From an optimization exercise on the open Yosys and OpenROAD flow, aimed at small area, a short achievable clock period and few clock cycles per item; shortcuts taken in it are not production practice.
Function was checked by simulation only, so behaviour that the tests miss may differ from the original.
The clock port is modelled as an ideal driver; clocking choices that lean on that would not hold on a real chip.

==> run H <==
==> flow/design.v (excerpt) <==
module dense_layer #(
    parameter int NUM_INPUTS    = 4,
    parameter int NUM_OUTPUTS   = 4,
    parameter int FP_TOTAL_BITS = 16,
    parameter int FP_FRAC_BITS  = 8
) (
    input  logic                                                      clk,
    input  logic                                                      reset,
    input  logic                                                      start,
    input  logic [NUM_INPUTS-1:0][FP_TOTAL_BITS-1:0]                  input_vector,
    input  logic [NUM_OUTPUTS-1:0][NUM_INPUTS-1:0][FP_TOTAL_BITS-1:0] weight_matrix,
    input  logic [NUM_OUTPUTS-1:0][FP_TOTAL_BITS-1:0]                 bias_vector,
    output logic [NUM_OUTPUTS-1:0][FP_TOTAL_BITS-1:0]                 layer_out,
    output logic                                                      busy,
    output logic                                                      done
);
    localparam logic [2:0] C_LAST = 3'd4;
    logic        r_busy, r_done;
    logic        r_shift;    
    logic        r_en;       
    logic [2:0]  r_cnt;
    logic [3:0][7:0] e_one, e_two, e_neg;    
    logic [7:0] e_one0, e_one1, e_one2, e_one3, e_two0, e_two1, e_two2, e_two3, e_neg0, e_neg1, e_neg2, e_neg3;
    assign {e_one3, e_one2, e_one1, e_one0} = e_one;
    assign {e_two3, e_two2, e_two1, e_two0} = e_two;
  ...
clock: 10.0 ns
lec_check: 0
abc_area: 1
cap_margin: 20
core_margin: 2
core_utilization: 40
cts_cluster_diameter: 120
cts_cluster_size: 24
setup_slack_margin: 5
slew_margin: 20
synth_hierarchical: 1
synth_minimum_keep_size: 0
tns_end_percent: 0
standard.sh (not shown) runs the stock make flow with config.mk's settings and CLKGATE_MAP_FILE= SYNTH_SCRIPT=/design/flow/synth_recipe.tcl, a recipe that flattens the netlist after the stock synthesis.
==> flow/flow/run.sh <==
#!/bin/bash
# Own flow: the standard layout (standard.sh, unchanged synthesis), with
#  - port buffers of the smallest buffer cell instead of the default delay cell,
#  - the setup repair margin from flow/margin.txt, and any further ORFS make
#    variables listed one per line in flow/extra.txt.
# Every tool writes its full output under orfs/logs/; make's own output goes to flow.log here.
set -uo pipefail
MARGIN=$(cat flow/margin.txt 2>/dev/null || echo 5)
EXTRA=()
if [[ -f flow/extra.txt ]]; then
  while IFS= read -r line; do [[ -n "$line" ]] && EXTRA+=("$line"); done < flow/extra.txt
fi
bash standard.sh finish \
  "BUFFER_PORTS_ARGS=-buffer_cell sky130_fd_sc_hd__buf_1" \
  "SETUP_SLACK_MARGIN=$MARGIN" "${EXTRA[@]}" > flow.log 2>&1
rc=$?
cp -r orfs/logs flow_logs 2>/dev/null || true
exit $rc
==> flow/flow/extra.txt <==
SETUP_MOVE_SEQUENCE=unbuffer,sizeup,swap
==> flow/flow/margin.txt <==
6.0
==> run P (differences from run H) <==
==> flow/flow/run.sh (replaced) <==
#!/bin/bash
# Own flow: the standard layout (standard.sh, unchanged synthesis), with
#  - port buffers of the smallest buffer cell instead of the default delay cell,
#  - the setup repair margin from flow/margin.txt and further ORFS make variables
#    from flow/extra.txt (one per line),
#  - after clock tree synthesis, two extra clock buffers in front of the pipeline registers
#    (pipe1*, which only talk to other registers) per clock leaf net, so that they are clocked
#    a little later: useful skew between the two register-to-register pipeline stages
#    (flow/skew.tcl). Input and output registers keep the clock tree as built.
# Every tool writes its full output to a log: make's to flow_cts.log and flow.log, the skew
# step's to skew.log, ORFS's own per-step logs under orfs/logs/.
set -uo pipefail
MARGIN=$(cat flow/margin.txt 2>/dev/null || echo 5)
EXTRA=()
if [[ -f flow/extra.txt ]]; then
  while IFS= read -r line; do [[ -n "$line" ]] && EXTRA+=("$line"); done < flow/extra.txt
fi
ARGS=("BUFFER_PORTS_ARGS=-buffer_cell sky130_fd_sc_hd__buf_1" "SETUP_SLACK_MARGIN=$MARGIN" "${EXTRA[@]}")
bash standard.sh cts "${ARGS[@]}" > flow_cts.log 2>&1 || exit 1
R=orfs/results/sky130hd/dense_layer/base
SKEW_IN=$R/4_cts.odb SKEW_OUT=$R/4_cts_skew.odb openroad -no_init -exit flow/skew.tcl > skew.log 2>&1 || exit 1
cp $R/4_cts_skew.odb $R/4_cts.odb
bash standard.sh finish "${ARGS[@]}" > flow.log 2>&1
rc=$?
cp -r orfs/logs flow_logs 2>/dev/null || true
exit $rc
==> flow/flow/skew.tcl (new file) <==
# Delay the clock of the pipeline registers (pipe1*, reg-to-reg only) by two clock buffers
# per clock leaf net that reaches them.
set in_odb $::env(SKEW_IN)
set out_odb $::env(SKEW_OUT)
read_db $in_odb
set db [ord::get_db]
set block [ord::get_db_block]
set groups [dict create]
foreach inst [$block getInsts] {
  if {[string match "pipe1*" [$inst getName]]} {
    set it [$inst findITerm CLK]
    dict lappend groups [[$it getNet] getName] $inst
  }
}
set i 0
dict for {nname insts} $groups {
  set net [$block findNet $nname]
  set n [llength $insts]
  if {$n <= 4} { set cell sky130_fd_sc_hd__clkbuf_4 } elseif {$n <= 14} { set cell sky130_fd_sc_hd__clkbuf_8 } else { set cell sky130_fd_sc_hd__clkbuf_16 }
  set buf [odb::dbInst_create $block [$db findMaster $cell] skew_buf_$i]
  set nn [odb::dbNet_create $block skew_clk_$i]
  $nn setSigType CLOCK
  # a small buffer in front adds a little more delay
  set pre [odb::dbInst_create $block [$db findMaster sky130_fd_sc_hd__clkbuf_1] skew_pre_$i]
  set pn [odb::dbNet_create $block skew_pre_clk_$i]
  $pn setSigType CLOCK
  [$pre findITerm A] connect $net
  [$pre findITerm X] connect $pn
  [$buf findITerm A] connect $pn
  [$buf findITerm X] connect $nn
  set sx 0; set sy 0; set n 0
  foreach inst $insts {
    set it [$inst findITerm CLK]
    $it disconnect
    $it connect $nn
    set loc [$inst getLocation]
    set sx [expr {$sx + [lindex $loc 0]}]; set sy [expr {$sy + [lindex $loc 1]}]; incr n
  }
  $buf setLocation [expr {$sx / $n}] [expr {$sy / $n}]
  $buf setPlacementStatus PLACED
  $pre setLocation [expr {$sx / $n}] [expr {$sy / $n}]
  $pre setPlacementStatus PLACED
  puts "skew: $nname -> skew_clk_$i ($cell) with $n flops"
  incr i
}
global_connect
detailed_placement
check_placement -verbose
write_db $out_odb
==> notes <==
Between run H and run P, the lower setup slack is in run H (gap 0.24 ns). Of run P and run H, run P has the higher critical path depth (gap 2). In via count, run H and run P hardly differ. In synthesized cell count, run H and run P do not differ. Against run H, the global-route usage of run P is higher by 0.072 points. Count of clock-buffer cells in the layout is the same in run P and run H. Of run H and run P, run P has the higher first-iteration DRC count (gap 6.3%, measured against run P).
Testbench counts of run H, summed over its fixed seeds: cycles 3,576, items 512.
Testbench counts of run P, summed over its fixed seeds: cycles 3,576, items 512.

afterwards: timing with drivers on the ports:
How much do the figures lean on ideal ports? The routed layouts below were timed once more, with nothing changed but the port constraints.
Step 1, drivers: a clkbuf_16 drives clk and a buf_2 each remaining input, both assumed.
Step 2, shift: input delay + t, output delay - t, t = (earliest + latest rising clock arrival at the registers) / 2. This alone moves slack from input paths to output paths.
a / b / c = ideal / step 1 / step 2; a / b = the first two.
run | t (ns) | setup slack, ns | latest minus earliest clock arrival (ns) | pins driven straight from the clock port
run H | 0.685 | 5.811 / 5.811 / 5.811 | 0.035 / 0.035 | 1
run P | 0.825 | 6.055 / 6.055 / 6.055 | 0.334 / 0.334 | 1
Clock arrivals are far apart in run P, so t is only a midpoint there and step 2 fits no single register.
